What follows belongs to an exercise in optimizing a design on an open flow for small area, a short achievable clock period and few clock cycles per item; a production flow would make more cautious choices.
In this exercise RTL edits were held to simulation tests only and were not proved equivalent to the original.

==> flow/design.v, too long to show whole: its modules and the start of the top module <==
// module les_fa: 10 lines
// module les_booth_enc: 14 lines
// module les_ha: 9 lines
// module les_mul_cs: 1657 lines
// module les_mul_sum: 39 lines
// module les_ramp_div: 23 lines
// module les_add: 31 lines
// module lorenz_euler_stepper: 319 lines
module lorenz_euler_stepper (
    input  wire logic                   i_clk,
    input  wire logic                   i_rst_n,
    input  wire logic                   i_cfg_we,
    input  wire logic [les_pkg::INDEX_WIDTH-1:0] i_cfg_index,
    input  wire logic [les_pkg::CFG_WIDTH-1:0]   i_cfg_data,
    input  wire logic                   i_in_valid,
    output logic                        o_in_ready,
    input  wire logic                   i_restart,
    output logic                        o_out_valid,
    input  wire logic                   i_out_ready,
    output logic [31:0]                 o_x_pos,
    output logic [31:0]                 o_y_pos,
    output logic [31:0]                 o_z_pos,
    output logic [31:0]                 o_w_out,
    output logic [7:0]                  o_red,
    output logic [7:0]                  o_green,
    output logic [7:0]                  o_blue,
    output logic [19:0]                 o_step_index,
    output logic                        o_last_step
);
  // ...
==> flow/run.sh <==
#!/bin/bash
# synth_recipe.tcl (not shown) runs the flow's synth.tcl, then flattens the netlist and writes it again
# the make line also repeats each setting of config.mk as NAME=value (left out here)
make -C /OpenROAD-flow-scripts/flow DESIGN_CONFIG=/design/flow/config.mk WORK_HOME=/design/flow/orfs CLKGATE_MAP_FILE= SYNTH_SCRIPT=/design/flow/synth_recipe.tcl finish
==> flow/config.mk <==
export PLATFORM = sky130hd
export DESIGN_NAME = lorenz_euler_stepper
export DESIGN_NICKNAME = lorenz_euler_stepper
export VERILOG_FILES = /design/flow/design.v
export SDC_FILE = /design/flow/constraint.sdc
export NUM_CORES = 4
export LEC_CHECK = 0
export ABC_AREA = 1
export CAP_MARGIN = 20
export CORE_MARGIN = 2
export CORE_UTILIZATION = 55
export SETUP_SLACK_MARGIN = 1.0
export SLEW_MARGIN = 20
==> flow/constraint.sdc <==
create_clock -name core_clock -period 6.5 [get_ports {i_clk}]
set_input_delay 1.3000 -clock core_clock [delete_from_list [all_inputs] [get_ports {i_clk}]]
set_output_delay 1.3000 -clock core_clock [all_outputs]
set_load 0.01 [all_outputs]
==> flow_metrics.env, run 1 <==
export IMPL_status="complete, no violations"
export IMPL_synth_top_cell_area_share_pct=17.82
export IMPL_final_cell_mix="nand2_1, inv_1, xor2_1"
export IMPL_synthAdderAreaFrac_pct=22.89
export IMPL_largest_class="multi-input gates"
export IMPL_grt_first_pass_wirelength_um=381600
export IMPL_hold_viol_final=0
export IMPL_r2r_end="r_btwo[8]$_DFF_P_"
export IMPL_max_cap_viol_count=0
export IMPL_via_count=60540
export IMPL_synth_xor_area_share_pct=9.963
export IMPL_wl_met2_um=109100
export IMPL_area_delta_synth_final_pct=10.62
export IMPL_clock_sinks=664
export IMPL_ant_nets=0
export IMPL_final_util_pct=61.15
export IMPL_num_multi_input_gates=5835
export IMPL_nNonClkBuffers=421
export IMPL_clk_share_pct=4.038
export IMPL_endpoint="r_btwo[8]$_DFF_P_"
export IMPL_worst_path_most_repeated_cell="nand2_1"
export IMPL_synth_area_top_cells="dfxtp_1, fa_1, xor2_1"
export IMPL_grt_busiest_layer="met2"
export IMPL_seq_cells=664
export IMPL_grt_ovfl_total=0
export IMPL_whs_path_depth=2
export IMPL_clock_latency_ns=0.72
export IMPL_synth_edf_count=112
export IMPL_cp_arrival_ns=5.83
export IMPL_grtUsageMet3_pct=12.09
export IMPL_required_ns=7.07
export IMPL_synth_compound_area_share_pct=17.09
export IMPL_cts_tree="done"
Testbench counts, summed over its fixed seeds: cycles 13,512, items 1,920.
==> module les_ramp_div, before the edit <==
module les_ramp_div (
    input  wire logic [17:0] i_rem,
    input  wire logic [7:0]  i_low,
    input  wire logic [17:0] i_div,
    output logic [17:0]      o_rem,
    output logic [7:0]       o_low
);
    logic [18:0] t0, t1;
    logic [19:0] d0, d1;
    logic [17:0] r0;
    logic        g0, g1;
    les_add #(.W(20)) u_d0 (.i_a({1'b0, t0}), .i_b(~{2'b00, i_div}), .i_c(1'b1), .o_s(d0), .o_c());
    les_add #(.W(20)) u_d1 (.i_a({1'b0, t1}), .i_b(~{2'b00, i_div}), .i_c(1'b1), .o_s(d1), .o_c());
    always_comb begin
        t0 = {i_rem, i_low[7]};
        g0 = !d0[19];
        r0 = g0 ? d0[17:0] : t0[17:0];
        t1 = {r0, i_low[6]};
        g1 = !d1[19];
        o_rem = g1 ? d1[17:0] : t1[17:0];
        o_low = {i_low[5:0], g0, g1};
    end
endmodule
==> module lorenz_euler_stepper, before the edit <==
module lorenz_euler_stepper (
    input  wire logic                   i_clk,
    input  wire logic                   i_rst_n,
    input  wire logic                   i_cfg_we,
    input  wire logic [les_pkg::INDEX_WIDTH-1:0] i_cfg_index,
    input  wire logic [les_pkg::CFG_WIDTH-1:0]   i_cfg_data,
    input  wire logic                   i_in_valid,
    output logic                        o_in_ready,
    input  wire logic                   i_restart,
    output logic                        o_out_valid,
    input  wire logic                   i_out_ready,
    output logic [31:0]                 o_x_pos,
    output logic [31:0]                 o_y_pos,
    output logic [31:0]                 o_z_pos,
    output logic [31:0]                 o_w_out,
    output logic [7:0]                  o_red,
    output logic [7:0]                  o_green,
    output logic [7:0]                  o_blue,
    output logic [19:0]                 o_step_index,
    output logic                        o_last_step
);
    logic [31:0] r_sigma, r_rho, r_beta, r_w;
    logic [23:0] r_dt;
    logic [19:0] r_limit;
    logic [31:0] r_x, r_y, r_z, r_t1, r_opa, r_opo;
    logic [15:0] r_bone, r_btwo, r_bneg;     
    logic [47:0] r_cs0, r_cs1;
    logic        r_csc;
    logic [6:0]  r_ph;       
    logic        r_run, r_tail, r_pend, r_pend_rst, r_out_valid;
    logic [19:0] r_count;
    logic [19:0] r_per;
    logic [2:0]  r_pcnt;
    logic [2:0]  r_prem;
    logic        r_per_busy, r_pos_busy;
    logic [19:0] r_pos;
    logic [2:0]  r_seg;
    logic [2:0]  r_cseg;
    logic [17:0] r_crem;
    logic [7:0]  r_clow;
    logic [23:0] r_held;
    logic [19:0] r_oidx;
    logic        r_olast;
    logic [31:0] mul_a, mul_r, opb_n;
    logic [15:0] opb_one, opb_two, opb_neg;
    logic [47:0] cs0, cs1;
    logic        csc;
    assign mul_a = r_opa;
    les_mul_cs u_mul_cs (
        .i_a   (mul_a),
        .i_one (r_bone),
        .i_two (r_btwo),
        .i_neg (r_bneg),
        .o_s0 (cs0),
        .o_s1 (cs1),
        .o_c  (csc)
    );
    les_mul_sum u_mul_sum (
        .i_s0  (r_cs0),
        .i_s1  (r_cs1),
        .i_c   (r_csc),
        .i_o   (r_opo),
        .i_sub (r_ph[2] | r_ph[5]),
        .o_r   (mul_r)
    );
    logic [31:0] add_a, add_b, add_r;
    logic [32:0] add_s;
    logic add_unused;
    les_add #(.W(33)) u_pre (.i_a({add_a[31], add_a}), .i_b(~{add_b[31], add_b}), .i_c(1'b1),
                             .o_s(add_s), .o_c());
    always_comb begin
        add_a = r_ph[1] ? r_y : r_rho;
        add_b = r_ph[1] ? r_x : r_z;
        add_unused = 1'b0;
        if (add_s[32] != add_s[31]) begin
            add_r = add_s[32] ? les_pkg::COORD_MIN : les_pkg::COORD_MAX;
        end else begin
            add_r = add_s[31:0];
        end
    end
    logic        replay, p2, adv, last_ph, slot_free, cfg_ok, out_free, deq, give;
    logic        ovalid_n;
    logic [19:0] eff;
    logic [2:0]  cur_seg, nxt_seg;
    logic [19:0] cur_pos, nxt_pos;
    logic        per_zero;
    assign per_zero  = (r_per == 20'd0);
    assign replay    = r_ph[2] && r_out_valid;
    assign p2        = r_ph[2] && !r_out_valid;
    assign adv       = r_run;
    assign ovalid_n  = r_tail || (r_out_valid && !i_out_ready);
    assign last_ph   = r_ph[6];
    assign slot_free = !r_run || last_ph;
    assign cfg_ok    = !r_per_busy && !r_pos_busy;
    assign out_free  = !r_out_valid;
    assign deq       = r_pend && cfg_ok &&
                       (r_pend_rst ? (!r_run && !r_tail && out_free) : slot_free);
    assign eff       = r_pend_rst ? 20'd0 : r_count;
    logic        eff_ge;
    logic [19:0] eff_inc, pos_inc;
    les_add #(.W(20)) u_cmp (.i_a(eff), .i_b(~r_limit), .i_c(1'b1), .o_s(), .o_c(eff_ge));
    les_add #(.W(20)) u_einc (.i_a(eff), .i_b(20'd0), .i_c(1'b1), .o_s(eff_inc), .o_c());
    assign give      = !eff_ge;
    always_comb begin
        cur_seg = r_pend_rst ? 3'd0 : r_seg;
        cur_pos = r_pend_rst ? 20'd0 : r_pos;
        if (cur_seg == 3'd6) begin
            nxt_seg = cur_seg;
            nxt_pos = cur_pos;
        end else if (pos_inc == r_per) begin
            nxt_seg = cur_seg + 3'd1;
            nxt_pos = 20'd0;
        end else begin
            nxt_seg = cur_seg;
            nxt_pos = pos_inc;
        end
    end
    logic [25:0] ramp_n;
    logic [17:0] div_rem;
    logic [7:0]  div_low;
    les_add #(.W(20)) u_pinc (.i_a(cur_pos), .i_b(20'd0), .i_c(1'b1), .o_s(pos_inc), .o_c());
    les_add #(.W(26)) u_ramp (.i_a({cur_pos[17:0], 8'd0}), .i_b(~{8'd0, cur_pos[17:0]}), .i_c(1'b1),
                              .o_s(ramp_n), .o_c());
    les_ramp_div u_div (
        .i_rem (r_crem),
        .i_low (r_clow),
        .i_div (r_per[17:0]),
        .o_rem (div_rem),
        .o_low (div_low)
    );
    logic [19:0] per_n;
    logic [2:0]  prem_n;
    logic [3:0]  per_t;
    always_comb begin
        per_n  = r_per;
        prem_n = r_prem;
        for (int i = 0; i < 4; i++) begin
            per_t = {prem_n, per_n[19]};
            if (per_t >= 4'd6) begin
                prem_n = per_t[2:0] - 3'd6;
                per_n  = {per_n[18:0], 1'b1};
            end else begin
                prem_n = per_t[2:0];
                per_n  = {per_n[18:0], 1'b0};
            end
        end
    end
    logic [20:0] pos_d;
    les_add #(.W(21)) u_posd (.i_a({1'b0, r_pos}), .i_b(~{1'b0, r_per}), .i_c(1'b1), .o_s(pos_d), .o_c());
    always_comb begin
        if (r_ph[0])                opb_n = r_x;
        else if (r_ph[1] | r_ph[3]) opb_n = add_r;
        else if (p2 | r_ph[5])      opb_n = {8'd0, r_dt};
        else if (r_ph[4])           opb_n = r_t1;
        else if (deq && r_pend_rst) opb_n = les_pkg::COORD_ONE;
        else                        opb_n = r_z;
    end
    les_booth_enc u_benc (
        .i_b   (opb_n),
        .o_one (opb_one),
        .o_two (opb_two),
        .o_neg (opb_neg)
    );
    always_ff @(posedge i_clk) begin
        if (!i_rst_n) begin
            r_sigma     <= les_pkg::SIGMA_RST;
            r_rho       <= les_pkg::RHO_RST;
            r_beta      <= les_pkg::BETA_RST;
            r_dt        <= les_pkg::DT_RST;
            r_limit     <= les_pkg::LIMIT_RST;
            r_w         <= les_pkg::W_RST;
            r_x         <= les_pkg::COORD_ONE;
            r_y         <= les_pkg::COORD_ONE;
            r_z         <= les_pkg::COORD_ONE;
            r_ph        <= 7'd0;
            r_run       <= 1'b0;
            r_tail      <= 1'b0;
            r_pend      <= 1'b0;
            r_pend_rst  <= 1'b0;
            r_out_valid <= 1'b0;
            r_count     <= 20'd0;
            r_per       <= les_pkg::PER_RST;
            r_per_busy  <= 1'b0;
            r_pos_busy  <= 1'b0;
            r_pos       <= 20'd0;
            r_seg       <= 3'd0;
        end else begin
            if (i_cfg_we) begin
                case (i_cfg_index)
                    les_pkg::CFG_SIGMA: r_sigma <= i_cfg_data;
                    les_pkg::CFG_RHO:   r_rho   <= i_cfg_data;
                    les_pkg::CFG_BETA:  r_beta  <= i_cfg_data;
                    les_pkg::CFG_DT:    r_dt    <= i_cfg_data[23:0];
                    les_pkg::CFG_LIMIT: begin
                        r_limit    <= i_cfg_data[19:0];
                        r_per      <= i_cfg_data[19:0];
                        r_pcnt     <= 3'd0;
                        r_prem     <= 3'd0;
                        r_per_busy <= 1'b1;
                        r_pos_busy <= 1'b1;
                        r_pos      <= r_count;
                        r_seg      <= 3'd0;
                    end
                    les_pkg::CFG_W:     r_w     <= i_cfg_data;
                    default: ;
                endcase
            end else if (r_per_busy) begin
                r_per  <= per_n;
                r_prem <= prem_n;
                r_pcnt <= r_pcnt + 3'd1;
                if (r_pcnt == 3'd4) r_per_busy <= 1'b0;
            end else if (r_pos_busy) begin
                if (r_seg != 3'd6 && !pos_d[20]) begin
                    r_pos <= pos_d[19:0];
                    r_seg <= r_seg + 3'd1;
                end else begin
                    r_pos_busy <= 1'b0;
                end
            end
            if (i_in_valid && !r_pend) begin
                r_pend     <= 1'b1;
                r_pend_rst <= i_restart;
            end else if (deq) begin
                r_pend <= 1'b0;
            end
            r_out_valid <= ovalid_n;
            r_tail <= last_ph;
            if (replay) begin
                r_ph <= 7'd1;
            end else if (adv) begin
                r_ph <= {r_ph[5:0], 1'b0};
                if (last_ph) r_run <= 1'b0;
            end
            if (deq) begin
                if (r_pend_rst) begin
                    r_x <= les_pkg::COORD_ONE;
                    r_y <= les_pkg::COORD_ONE;
                    r_z <= les_pkg::COORD_ONE;
                    r_count <= 20'd0;
                    r_seg   <= 3'd0;
                    r_pos   <= 20'd0;
                end
                if (give) begin
                    r_run   <= 1'b1;
                    r_ph    <= 7'd1;
                    r_count <= eff_inc;
                    r_seg   <= nxt_seg;
                    r_pos   <= nxt_pos;
                end
            end
            if (r_ph[4])         r_z <= mul_r;
            if (r_ph[6])         r_x <= mul_r;
            if (r_tail)              r_y <= mul_r;
        end
    end
    always_ff @(posedge i_clk) begin
        r_cs0 <= cs0;
        r_cs1 <= cs1;
        r_csc <= csc;
        if (r_ph[3]) r_t1 <= mul_r;
        begin
            if (r_ph[0])                          r_opa <= r_tail ? mul_r : r_y;
            else if (p2 | r_ph[5])                r_opa <= mul_r;
            else if (r_ph[1])                     r_opa <= r_sigma;
            else if (r_ph[3])                     r_opa <= r_x;
            else if (r_ph[4])                     r_opa <= {8'd0, r_dt};
            else                                  r_opa <= r_beta;
            r_bone <= opb_one;
            r_btwo <= opb_two;
            r_bneg <= opb_neg;
            if (r_ph[0] | r_ph[2])                r_opo <= 32'd0;
            else if (r_ph[1])                     r_opo <= ~mul_r;
            else if (r_ph[3])                     r_opo <= r_z;
            else if (r_ph[4])                     r_opo <= ~r_y;
            else if (r_ph[5])                     r_opo <= r_x;
            else                                  r_opo <= r_y;
        end
        if (deq && give) begin
            r_cseg <= cur_seg;
            r_crem <= ramp_n[25:8];
            r_clow <= ramp_n[7:0];
        end else if (p2 | r_ph[3] | r_ph[4] | r_ph[5]) begin
            r_crem <= div_rem;
            r_clow <= div_low;
        end
        if (r_tail) begin
            r_oidx  <= idx0;
            r_olast <= (idx1 == r_limit);
        end
        if (last_ph) begin
            if (per_zero) begin
                r_held <= 24'd0;
            end else if (r_cseg != 3'd6) begin
                case (r_cseg)
                    3'd0:    r_held <= {8'hFF, r_clow, 8'h00};
                    3'd1:    r_held <= {~r_clow, 8'hFF, 8'h00};
                    3'd2:    r_held <= {8'h00, 8'hFF, r_clow};
                    3'd3:    r_held <= {8'h00, ~r_clow, 8'hFF};
                    3'd4:    r_held <= {r_clow, 8'h00, 8'hFF};
                    default: r_held <= {8'hFF, 8'h00, ~r_clow};
                endcase
            end
        end
    end
    logic [19:0] idx1, idx0;
    les_add #(.W(20)) u_idx1 (.i_a(r_count), .i_b({20{r_run}}), .i_c(1'b0), .o_s(idx1), .o_c());
    les_add #(.W(20)) u_idx0 (.i_a(idx1), .i_b(20'hF_FFFF), .i_c(1'b0), .o_s(idx0), .o_c());
    assign o_in_ready   = !r_pend;
    assign o_out_valid  = r_out_valid;
    assign o_x_pos      = r_x;
    assign o_y_pos      = r_y;
    assign o_z_pos      = r_z;
    assign o_w_out      = r_w;
    assign o_red        = r_held[23:16];
    assign o_green      = r_held[15:8];
    assign o_blue       = r_held[7:0];
    assign o_step_index = r_oidx;
    assign o_last_step  = r_olast;
endmodule
==> inputs of run 2 (changes only) <==
--- a/flow/design.v
+++ b/flow/design.v
@@ -1768,19 +1768,12 @@
     output logic [7:0]       o_low
 );
-    logic [18:0] t0, t1;
-    logic [19:0] d0, d1;
-    logic [17:0] r0;
-    logic        g0, g1;
-    les_add #(.W(20)) u_d0 (.i_a({1'b0, t0}), .i_b(~{2'b00, i_div}), .i_c(1'b1), .o_s(d0), .o_c());
-    les_add #(.W(20)) u_d1 (.i_a({1'b0, t1}), .i_b(~{2'b00, i_div}), .i_c(1'b1), .o_s(d1), .o_c());
-    always_comb begin
-        t0 = {i_rem, i_low[7]};
-        g0 = !d0[19];
-        r0 = g0 ? d0[17:0] : t0[17:0];
-        t1 = {r0, i_low[6]};
-        g1 = !d1[19];
-        o_rem = g1 ? d1[17:0] : t1[17:0];
-        o_low = {i_low[5:0], g0, g1};
-    end
+    logic [18:0] t;
+    logic [19:0] d;
+    logic        g;
+    assign t = {i_rem, i_low[7]};
+    les_add #(.W(20)) u_d (.i_a({1'b0, t}), .i_b(~{2'b00, i_div}), .i_c(1'b1), .o_s(d), .o_c());
+    assign g     = !d[19];
+    assign o_rem = g ? d[17:0] : t[17:0];
+    assign o_low = {i_low[6:0], g};
 endmodule
 `default_nettype wire
@@ -1858,4 +1851,5 @@
     logic [17:0] r_crem;
     logic [7:0]  r_clow;
+    logic [2:0]  r_ccnt;
     logic [23:0] r_held;
     logic [19:0] r_oidx;
@@ -1941,4 +1935,13 @@
     les_add #(.W(26)) u_ramp (.i_a({cur_pos[17:0], 8'd0}), .i_b(~{8'd0, cur_pos[17:0]}), .i_c(1'b1),
                               .o_s(ramp_n), .o_c());
+    logic [26:0] r1_a, r1_b, r1_c, r1_s, r1_y, r1_x;
+    logic        r1_ge;
+    assign r1_a = {1'b0, cur_pos[17:0], 8'd0};
+    assign r1_b = ~{9'd0, cur_pos[17:0]};
+    assign r1_c = ~{2'b00, r_per[17:0], 7'd0};
+    assign r1_s = r1_a ^ r1_b ^ r1_c;
+    assign r1_y = (r1_a & r1_b) | (r1_a & r1_c) | (r1_b & r1_c);
+    les_add #(.W(27)) u_r1 (.i_a(r1_s), .i_b({r1_y[25:0], 1'b1}), .i_c(1'b1), .o_s(r1_x), .o_c());
+    assign r1_ge = !r1_x[26];
     les_ramp_div u_div (
         .i_rem (r_crem),
@@ -2097,9 +2100,11 @@
         if (deq && give) begin
             r_cseg <= cur_seg;
-            r_crem <= ramp_n[25:8];
-            r_clow <= ramp_n[7:0];
-        end else if (p2 | r_ph[3] | r_ph[4] | r_ph[5]) begin
+            r_crem <= r1_ge ? r1_x[24:7] : ramp_n[24:7];
+            r_clow <= {ramp_n[6:0], r1_ge};
+            r_ccnt <= 3'd0;
+        end else if (r_ccnt != 3'd6) begin
             r_crem <= div_rem;
             r_clow <= div_low;
+            r_ccnt <= r_ccnt + 3'd1;
         end
         if (r_tail) begin
@@ -2112,10 +2117,10 @@
             end else if (r_cseg != 3'd6) begin
                 case (r_cseg)
-                    3'd0:    r_held <= {8'hFF, r_clow, 8'h00};
-                    3'd1:    r_held <= {~r_clow, 8'hFF, 8'h00};
-                    3'd2:    r_held <= {8'h00, 8'hFF, r_clow};
-                    3'd3:    r_held <= {8'h00, ~r_clow, 8'hFF};
-                    3'd4:    r_held <= {r_clow, 8'h00, 8'hFF};
-                    default: r_held <= {8'hFF, 8'h00, ~r_clow};
+                    3'd0:    r_held <= {8'hFF, div_low, 8'h00};
+                    3'd1:    r_held <= {~div_low, 8'hFF, 8'h00};
+                    3'd2:    r_held <= {8'h00, 8'hFF, div_low};
+                    3'd3:    r_held <= {8'h00, ~div_low, 8'hFF};
+                    3'd4:    r_held <= {div_low, 8'h00, 8'hFF};
+                    default: r_held <= {8'hFF, 8'h00, ~div_low};
                 endcase
             end
--- a/flow/config.mk
+++ b/flow/config.mk
@@ -10,4 +10,4 @@
 export CORE_MARGIN = 2
 export CORE_UTILIZATION = 55
-export SETUP_SLACK_MARGIN = 1.0
+export SETUP_SLACK_MARGIN = 1.3
 export SLEW_MARGIN = 20
==> flow_metrics.env, run 2 <==
export IMPL_synth_distinct_cells=65
export IMPL_drc=0
export IMPL_grt_usage_pct=44.44
export IMPL_root_buffer="clkbuf_16"
export IMPL_reg2reg_from="r_cs1[0]$_DFF_P_"
export IMPL_rsz0062_at_grt="true"
export IMPL_regToRegSetupSlack_ns=1.31
export IMPL_dpl_hpwl_um=188300
export IMPL_synth_seq_cells=667
export IMPL_synth_edf_count=112
export IMPL_status="complete, no violations"
export IMPL_fin_nets=9096
export IMPL_synth_top_area_cell="dfxtp_1"
export IMPL_final_cell_mix="nand2_1, inv_1, xor2_1"
export IMPL_clkSlewWorstSetupHoldPaths_ns=0.07
export IMPL_drt_iter0_markers=8530
export IMPL_gp_congestion=1.050
export IMPL_worstPathBufferInverterCount=5
export IMPL_worst_pin_slew_ns=1.335
export IMPL_worstRegToRegCells=32
export IMPL_setup_viol=0
export IMPL_synth_commonest_cells="nand2_1, inv_1, xor2_1"
export IMPL_via_count=61150
export IMPL_hold_path_class="reg2reg"
export IMPL_htreeDepth=3
export IMPL_synth_ff_type="dfxtp_1"
export IMPL_synthCells=8193
export IMPL_grt_pass1_vias=58710
export IMPL_wirelength_um=264200
export IMPL_synthArstFlopShare_pct=0
export IMPL_crit_family="simple AND/OR/NAND/NOR gates"
export IMPL_rows=123
export IMPL_yosysWarnings=35
export IMPL_max_cap_viol_count=0
export IMPL_finalNonFillerCells=9771
export IMPL_cp_max_fo=8
export IMPL_grt_first_pass_wirelength_um=385700
export IMPL_fin_setup_tns_ns=0
export IMPL_cpPeakStageDelay_ns=0.38
export IMPL_drtPass1Iterations=7
export IMPL_grt_ovfl_total=0
export IMPL_start_util_pct=55.46
export IMPL_hold_viol_final=0
export IMPL_ant_nets=0
export IMPL_syn_area_um2=62400
export IMPL_grt_max_degree=194
export IMPL_hold_end="r_beta[19]$_SDFFE_PN1P_"
export IMPL_worst_path_most_repeated_cell="nand2_2"
export IMPL_post_route_min_period_ns=5.195
export IMPL_io_pins=216
export IMPL_reg_top3="r_cs0 x47, r_cs1 x47"
export IMPL_die_w_um=340.8
export IMPL_layout_commonest_cell="nand2_1"
export IMPL_cp_arrival_ns=5.79
export IMPL_antenna_found_initial=8
export IMPL_final_area_um2=70470
export IMPL_syn_nets=9091
export IMPL_clock_latency_ns=0.70
export IMPL_vias_per_cell=6.258
export IMPL_worstSetupPathType="reg2reg"
export IMPL_cts_hold_buf=0
export IMPL_dp_cells=9570
export IMPL_critPathCaptureType="register"
export IMPL_wl_per_cell_um=27.04
export IMPL_core_area_um2=112500
export IMPL_place_ws_ns=0.8127
export IMPL_layout_setup_ws_ns=1.305
export IMPL_start_kind="register"
export IMPL_synth_area_top_cells="dfxtp_1, fa_1, xor2_1"
export IMPL_die_h_um=340.8
export IMPL_maxSlewHeadroom_pct=10.05
export IMPL_min_from="r_beta[19]$_SDFFE_PN1P_"
export IMPL_cts_tree="done"
export IMPL_placed_cell_area_um2=65850
export IMPL_fmaxAchievable_mhz=192.5
export IMPL_whs_ns=0.4578
export IMPL_slew_viol_final=0
export IMPL_numCtsBuffers=80
export IMPL_synth_top_cell_area_share_pct=17.81
export IMPL_ys_seq_area_share_pct=23.20
export IMPL_drive_gt1_share_pct=8.178
export IMPL_required_ns=7.09
export IMPL_synth_most_common_cell="nand2_1"
export IMPL_fillers=10150
export IMPL_area_delta_synth_final_pct=12.93
export IMPL_synth_avg_cell_area_um2=7.616
export IMPL_r2r_end="r_z[19]$_SDFFE_PN0P_"
export IMPL_crit_start="r_cs1[0]$_DFF_P_"
export IMPL_critPathSlowestCell="fa_2"
export IMPL_clock_sinks=667
export IMPL_io_buffers=215
export IMPL_finClkSkew_ns=0.06850
export IMPL_ctsLongestPathBuffers=3
export IMPL_fp_dieArea_um2=116200
export IMPL_timing_final_crit_share_pct=79.92
export IMPL_whs_path_depth=2
-- run 2: metal layers --
metal  vias up  routed length (um)  global-route usage (%)
li1      26700                   -                       -
met1     29140               99300                   57.65
met2      4267              109500                   64.93
met3      1035               35820                   13.76
met4        10               19570                   26.80
met5         -                  63                       0
-- run 2: cells by family after synthesis --
| logic type | synth area share (%) |
|---|---|
| adder cells (fa/ha/maj) | 23.42 |
| multiplexers | 0.03209 |
| AO/OA/AOI/OAI | 17.24 |
| buffers and inverters | 10.35 |
| AND/OR/NAND/NOR | 15.69 |
| XOR/XNOR | 10.07 |
| flip-flops | 23.20 |
-- run 2: worst max-delay path by stage --
stage | slack, ns | to | cells past startpoint
finish | 1.31 | r_z[19]$_SDFFE_PN0P_ | 32
global route | 1.03 | r_opa[26]$_DFF_P_ | 33
CTS | 1.32 | r_opa[15]$_DFF_P_ | 32
detailed placement | 0.81 | r_opa[15]$_DFF_P_ | 31
global placement | 0.80 | r_opa[15]$_DFF_P_ | 33
floorplan | 2.11 | r_cs0[10]$_DFF_P_ | 12
-- run 2: what timing repair did --
item | in CTS | in global routing
endpoints found under the setup margin | 185 | 259
gates cloned | 2 | 4
pin swaps | 4 | 66
gates resized for setup | 17 | 316
setup buffers | 8 | 32
endpoints found under the hold margin | 0 | 0
-- run 2: final cells by class --
class                   count  area (um2)  area share (%)
repair buffers            442        4095           5.812
multi-input cells        5832       42640           60.52
inverters                1175        4429           6.286
clock inverters            47       630.6          0.8949
well taps                1500        1877           2.663
clock buffers             103        2282           3.239
flip-flops and latches    667       14500           20.57
diodes                      5       12.51         0.01776
-- run 2: tightest hold or removal path, stage by stage, from the launching register on --
cell	delay, ns
dfxtp_1	0.32
nand2_1	0.05
nand3_1	0.06
-- run 2: metrics by stage --
step | util, %
after floorplan | -
after global placement | 58.53
after detailed placement | 58.53
after CTS | 61.31
after global routing | 62.63
final | 62.64
Testbench counts of run 2, summed over its fixed seeds: cycles 13,512, items 1,920.
==> inputs of run 3 (changes only) <==
--- a/flow/config.mk
+++ b/flow/config.mk
@@ -10,4 +10,4 @@
 export CORE_MARGIN = 2
 export CORE_UTILIZATION = 55
-export SETUP_SLACK_MARGIN = 1.3
+export SETUP_SLACK_MARGIN = 1.6
 export SLEW_MARGIN = 20
==> flow_metrics.env, run 3 <==
export IMPL_placed_cell_area_um2=65850
export IMPL_wl_per_cell_um=27.16
export IMPL_setup_viol=0
export IMPL_fin_nets=9119
export IMPL_critPathCaptureType="register"
export IMPL_drive_gt1_share_pct=9.760
export IMPL_final_util_pct=63.68
export IMPL_numCtsBuffers=80
export IMPL_synthAdderAreaFrac_pct=23.42
export IMPL_slew_viol_final=0
export IMPL_area_delta_synth_final_pct=14.82
export IMPL_regToRegSetupSlack_ns=1.40
export IMPL_synthCells=8193
export IMPL_ctsLongestPathBuffers=3
export IMPL_via_count=61590
export IMPL_dpl_hpwl_um=188300
export IMPL_hold_end="r_beta[19]$_SDFFE_PN1P_"
export IMPL_root_buffer="clkbuf_16"
export IMPL_start_util_pct=55.46
export IMPL_ant_nets=0
export IMPL_clock_latency_ns=0.71
export IMPL_die_h_um=340.8
export IMPL_worst_pin_slew_ns=1.239
export IMPL_crit_cells=34
export IMPL_post_route_min_period_ns=5.104
export IMPL_synth_distinct_cells=65
export IMPL_rows=123
export IMPL_fillers=10010
export IMPL_hold_viol_final=0
export IMPL_reg_top3="r_cs0 x47, r_cs1 x47"
export IMPL_synth_top_cell_area_share_pct=17.81
export IMPL_drt_iter0_markers=8719
export IMPL_rsz0062_at_grt="true"
export IMPL_cts_tree="done"
export IMPL_timing_final_crit_share_pct=78.53
export IMPL_layout_setup_ws_ns=1.396
export IMPL_synth_avg_cell_area_um2=7.616
export IMPL_maxSlewHeadroom_pct=16.52
export IMPL_reg2reg_from="r_cs1[0]$_DFF_P_"
export IMPL_r2r_end="r_opa[18]$_DFF_P_"
export IMPL_synth_edf_count=112
export IMPL_synth_xor_area_share_pct=10.07
export IMPL_synth_ff_type="dfxtp_1"
export IMPL_required_ns=7.13
export IMPL_finClkSkew_ns=0.06994
export IMPL_htreeDepth=3
export IMPL_place_ws_ns=0.8127
export IMPL_status="complete, no violations"
export IMPL_grt_ovfl_total=0
export IMPL_worstSetupPathType="reg2reg"
export IMPL_yosysWarnings=35
export IMPL_final_cell_mix="nand2_1, inv_1, xor2_1"
export IMPL_finalNonFillerCells=9795
export IMPL_synth_area_top_cells="dfxtp_1, fa_1, xor2_1"
export IMPL_io_pins=216
export IMPL_gp_congestion=1.050
export IMPL_synth_top_family_by_area="adder cells"
export IMPL_drc=0
export IMPL_whs_path_depth=2
export IMPL_min_from="r_beta[19]$_SDFFE_PN1P_"
export IMPL_layout_commonest_cell="nand2_1"
export IMPL_synth_commonest_cells="nand2_1, inv_1, xor2_1"
export IMPL_final_area_um2=71650
export IMPL_synthArstFlopShare_pct=0
export IMPL_synth_compound_area_share_pct=17.24
export IMPL_grt_first_pass_wirelength_um=387600
export IMPL_cp_max_fo=7
export IMPL_vias_per_cell=6.288
export IMPL_crit_family="simple AND/OR/NAND/NOR gates"
export IMPL_synth_seq_cells=667
export IMPL_grt_max_degree=194
export IMPL_clock_sinks=667
export IMPL_clkSlewWorstSetupHoldPaths_ns=0.07
export IMPL_io_buffers=215
export IMPL_fp_dieArea_um2=116200
export IMPL_synth_top_area_cell="dfxtp_1"
export IMPL_synthSimpleGateAreaFrac_pct=15.69
export IMPL_hold_path_class="reg2reg"
export IMPL_worstPathBufferInverterCount=6
export IMPL_worstRegToRegCells=34
export IMPL_grt_pass1_vias=59100
export IMPL_synth_most_common_cell="nand2_1"
export IMPL_dp_cells=9570
export IMPL_max_cap_viol_count=0
export IMPL_critPathSlowestCell="fa_2"
export IMPL_ys_seq_area_share_pct=23.20
export IMPL_start_kind="register"
export IMPL_drtPass1Iterations=9
export IMPL_syn_nets=9091
export IMPL_fmaxAchievable_mhz=195.9
export IMPL_muxShareOfSynthArea_pct=0.03208
export IMPL_core_area_um2=112500
export IMPL_antenna_found_initial=11
export IMPL_syn_area_um2=62400
export IMPL_grt_usage_pct=44.68
export IMPL_cp_arrival_ns=5.73
export IMPL_die_w_um=340.8
export IMPL_wirelength_um=266100
export IMPL_cpPeakStageDelay_ns=0.44
export IMPL_fin_setup_tns_ns=0
[run 3: cell counts after synthesis]
Identical to the previous run, type by type.
[run 3: cell families (layout without fill, tap and decap cells)]
family          Yosys count  after routing
xor+xnor                713            713
compound gates         1867           1867
other cells               0              6
flops                   667            667
fa+ha+maj               857            857
simple gates           2391           2392
buf+inv                1696           1791
mux                       2              2
[run 3: worst reg2reg max path, delay by kind of cell (launching register included)]
family / cells / cell delay [ns]
compound gates: 7 / 1.03
buf+inv: 6 / 0.66
fa+ha+maj: 4 / 1.41
flops: 1 / 0.33
simple gates: 17 / 1.62
[run 3: per-layer routing]
| layer | vias up | wire, um | global-route usage (%) |
|---|---|---|---|
| met1 | 29360 | 99290 | 57.98 |
| met5 | - | 77 | 0 |
| li1 | 26760 | - | - |
| met3 | 1095 | 36030 | 13.39 |
| met4 | 12 | 20240 | 27.39 |
| met2 | 4366 | 110400 | 65.38 |
[run 3: timing repair]
item	in CTS	in global routing
setup endpoints to repair	238	279
setup buffers	29	33
gates cloned	3	4
resized for setup	159	389
hold buffers	0	0
pin swaps	45	128
[run 3: layout make-up]
| class | count | area [um2] | share of cell area (%) |
|---|---|---|---|
| timing repair inverter | 2 | 15.01 | 0.02096 |
| multi-input combinational | 5831 | 43450 | 60.65 |
| clock inverter | 47 | 630.6 | 0.8802 |
| inverter | 1175 | 4451 | 6.212 |
| tap | 1500 | 1877 | 2.620 |
| antenna | 6 | 15.01 | 0.02096 |
| timing repair buffer | 464 | 4424 | 6.175 |
| sequential | 667 | 14500 | 20.24 |
| clock buffer | 103 | 2282 | 3.185 |
[run 3: how the worst max path moves through the flow]
stage | startpoint | end
final | r_cs1[0]$_DFF_P_ | r_opa[18]$_DFF_P_
after CTS | r_cs0[0]$_DFF_P_ | r_opa[18]$_DFF_P_
after floorplan | r_bneg[0]$_DFF_P_ | r_cs0[10]$_DFF_P_
after global routing | r_cs1[1]$_DFF_P_ | r_opa[18]$_DFF_P_
after global placement | r_cs0[0]$_DFF_P_ | r_opa[15]$_DFF_P_
after detailed placement | r_cs0[0]$_DFF_P_ | r_opa[15]$_DFF_P_
[run 3: stage by stage]
step	hold slack (ns)
global route	0.4753
finish	0.4610
detailed placement	0.4467
CTS	0.4611
global placement	0.4384
floorplan	0.4236
==> inputs of run 4 (changes only) <==
--- a/flow/config.mk
+++ b/flow/config.mk
@@ -10,4 +10,4 @@
 export CORE_MARGIN = 2
 export CORE_UTILIZATION = 55
-export SETUP_SLACK_MARGIN = 1.6
+export SETUP_SLACK_MARGIN = 1.0
 export SLEW_MARGIN = 20
==> flow_metrics.env, run 4 <==
export IMPL_fin_setup_tns_ns=0
export IMPL_slew_viol_final=0
export IMPL_dpl_hpwl_um=188300
export IMPL_post_route_min_period_ns=5.353
export IMPL_max_cap_viol_count=0
export IMPL_clock_latency_ns=0.70
export IMPL_syn_area_um2=62400
export IMPL_die_h_um=340.8
export IMPL_io_pins=216
export IMPL_start_util_pct=55.46
export IMPL_fin_nets=9063
export IMPL_clkSlewWorstSetupHoldPaths_ns=0.07
export IMPL_gp_congestion=1.050
export IMPL_numCtsBuffers=80
export IMPL_io_buffers=215
export IMPL_area_delta_synth_final_pct=10.69
export IMPL_wl_per_cell_um=26.94
export IMPL_vias_per_cell=6.242
export IMPL_clock_sinks=667
export IMPL_synth_seq_cells=667
export IMPL_grt_pass1_vias=58530
export IMPL_cts_hold_buf=0
export IMPL_cp_max_fo=13
export IMPL_synth_top_cell_area_share_pct=17.81
export IMPL_via_count=60760
export IMPL_htreeDepth=3
export IMPL_synth_commonest_cells="nand2_1, inv_1, xor2_1"
export IMPL_finClkSkew_ns=0.06975
export IMPL_finalNonFillerCells=9734
export IMPL_regToRegSetupSlack_ns=1.15
export IMPL_grt_first_pass_wirelength_um=384800
export IMPL_critPathCaptureType="register"
export IMPL_fp_dieArea_um2=116200
export IMPL_synthArstFlopShare_pct=0
export IMPL_layout_commonest_cell="nand2_1"
export IMPL_drt_iter0_markers=8672
export IMPL_wl_met2_um=108800
export IMPL_drive_gt1_share_pct=5.806
export IMPL_reg_top3="r_cs0 x47, r_cs1 x47"
export IMPL_maxSlewHeadroom_pct=7.799
export IMPL_place_ws_ns=0.8127
export IMPL_ctsLongestPathBuffers=3
export IMPL_top_layer_used="met5"
export IMPL_worst_pin_slew_ns=1.369
export IMPL_status="complete, no violations"
export IMPL_wirelength_um=262300
export IMPL_ant_nets=0
export IMPL_synth_area_top_cells="dfxtp_1, fa_1, xor2_1"
export IMPL_synth_top_area_cell="dfxtp_1"
export IMPL_rsz0062_at_grt="true"
export IMPL_drc=0
export IMPL_cts_tree="done"
export IMPL_antenna_found_initial=8
export IMPL_synth_most_common_cell="nand2_1"
export IMPL_start_kind="register"
export IMPL_synth_distinct_cells=65
export IMPL_drt_met1_wl_um=99000
export IMPL_grt_max_degree=194
export IMPL_synth_avg_cell_area_um2=7.616
export IMPL_layout_setup_ws_ns=1.147
export IMPL_hold_path_class="reg2reg"
export IMPL_rows=123
export IMPL_die_w_um=340.8
export IMPL_cp_arrival_ns=5.87
export IMPL_timing_final_crit_share_pct=82.36
export IMPL_grt_usage_pct=44.34
export IMPL_worstSetupPathType="reg2reg"
export IMPL_ys_seq_area_share_pct=23.20
export IMPL_synth_edf_count=112
export IMPL_yosysWarnings=35
export IMPL_required_ns=7.02
export IMPL_synthCells=8193
export IMPL_final_cell_mix="nand2_1, inv_1, xor2_1"
export IMPL_final_util_pct=61.39
export IMPL_root_buffer="clkbuf_16"
export IMPL_core_area_um2=112500
export IMPL_setup_viol=0
export IMPL_fmaxAchievable_mhz=186.8
export IMPL_hold_viol_final=0
export IMPL_drtPass1Iterations=9
export IMPL_syn_nets=9091
export IMPL_synth_ff_type="dfxtp_1"
export IMPL_dp_cells=9570
export IMPL_wl_met3_um=35610
export IMPL_grt_ovfl_total=0
export IMPL_fillers=10290
-- run 4: path summary, 6_finish.rpt --
| check | start | end | cells past startpoint |
|---|---|---|---|
| max | r_bneg[3]$_DFF_P_ | r_cs0[17]$_DFF_P_ | 13 |
| min | r_beta[19]$_SDFFE_PN1P_ | r_beta[19]$_SDFFE_PN1P_ | 2 |
| max reg2reg | r_bneg[3]$_DFF_P_ | r_cs0[17]$_DFF_P_ | 13 |
| min reg2reg | r_beta[19]$_SDFFE_PN1P_ | r_beta[19]$_SDFFE_PN1P_ | 2 |
-- run 4: layout make-up --
type                       count  area, um2  share of cell area (%)
sequential                   667      14490                   20.98
clock buffer                 103       2282                   3.304
multi-input combinational   5830      41630                   60.28
timing repair buffer         411       3734                   5.406
clock inverter                47      630.6                  0.9130
inverter                    1175       4419                   6.398
tap                         1500       1877                   2.717
antenna                        1      2.502                0.003623
-- run 4: metal layers --
layer	track usage, %	vias to the layer above
met2	64.74	4215
met4	26.57	8
met3	13.56	961
met5	0	-
met1	57.73	28960
li1	-	26630
-- run 4: repair_timing --
item                                    4_1_cts  5_1_grt
endpoints found under the setup margin       87      195
gates resized for setup                       2       35
pin swaps                                     0        9
setup buffers                                 4        6
cloned                                        0        3
-- run 4: through the flow --
stage	area [um2]	hold WS, ns
floorplan	62400	0.4236
global placement	65850	0.4384
detailed placement	65850	0.4467
CTS	68810	0.4611
global route	69070	0.4753
finish	69070	0.4568
-- run 4: worst max-delay path, stage by stage (launching register included) --
cell and delay [ns]:
dfxtp_1 0.31, buf_4 0.31, clkinv_1 0.83, buf_4 0.48, xor2_1 0.18, fa_1 0.47
fa_1 0.47, fa_1 0.50, inv_1 0.06, fa_1 0.48, inv_1 0.05, fa_1 0.51
inv_1 0.06, fa_1 0.46
-- run 4: cells by family (layout without fill, tap and decap cells) --
kind of cell | count (synthesis) | count (layout) | share of synthesized area (%)
AND/OR/NAND/NOR | 2391 | 2391 | 15.69
AO/OA/AOI/OAI | 1867 | 1867 | 17.24
buffers and inverters | 1696 | 1736 | 10.35
adder cells (fa/ha/maj) | 857 | 857 | 23.42
XOR/XNOR | 713 | 713 | 10.07
flip-flops | 667 | 667 | 23.20
multiplexers | 2 | 2 | 0.03209
other | 0 | 1 | 0

port drivers added, routing unchanged:
Ports are ideal in the flow. The routed layouts listed here were re-timed in OpenROAD. Step 1 (the two cells are an assumption about what drives the block):
set clk [get_ports {i_clk}]
set_driving_cell -lib_cell sky130_fd_sc_hd__clkbuf_16 $clk
set_driving_cell -lib_cell sky130_fd_sc_hd__buf_2 [delete_from_list [all_inputs] $clk]
Step 2 also shifts input and output timing later by t, the mid clock arrival at the registers, as if the neighbouring blocks saw the same clock. Three values: ideal, step 1, step 2; two values: the first two.
run	shift t [ns]	setup WS [ns]	clock arrival spread, ns	cell pins on the clock port's net
run 1	0.770	1.241 / 1.241 / 1.241	0.057 / 0.058	1
run 2	0.754	1.305 / 1.305 / 1.305	0.069 / 0.069	1
run 3	0.757	1.396 / 1.396 / 1.396	0.070 / 0.070	1
run 4	0.752	1.147 / 1.147 / 1.147	0.070 / 0.070	1
After both steps every run listed still meets setup and hold.
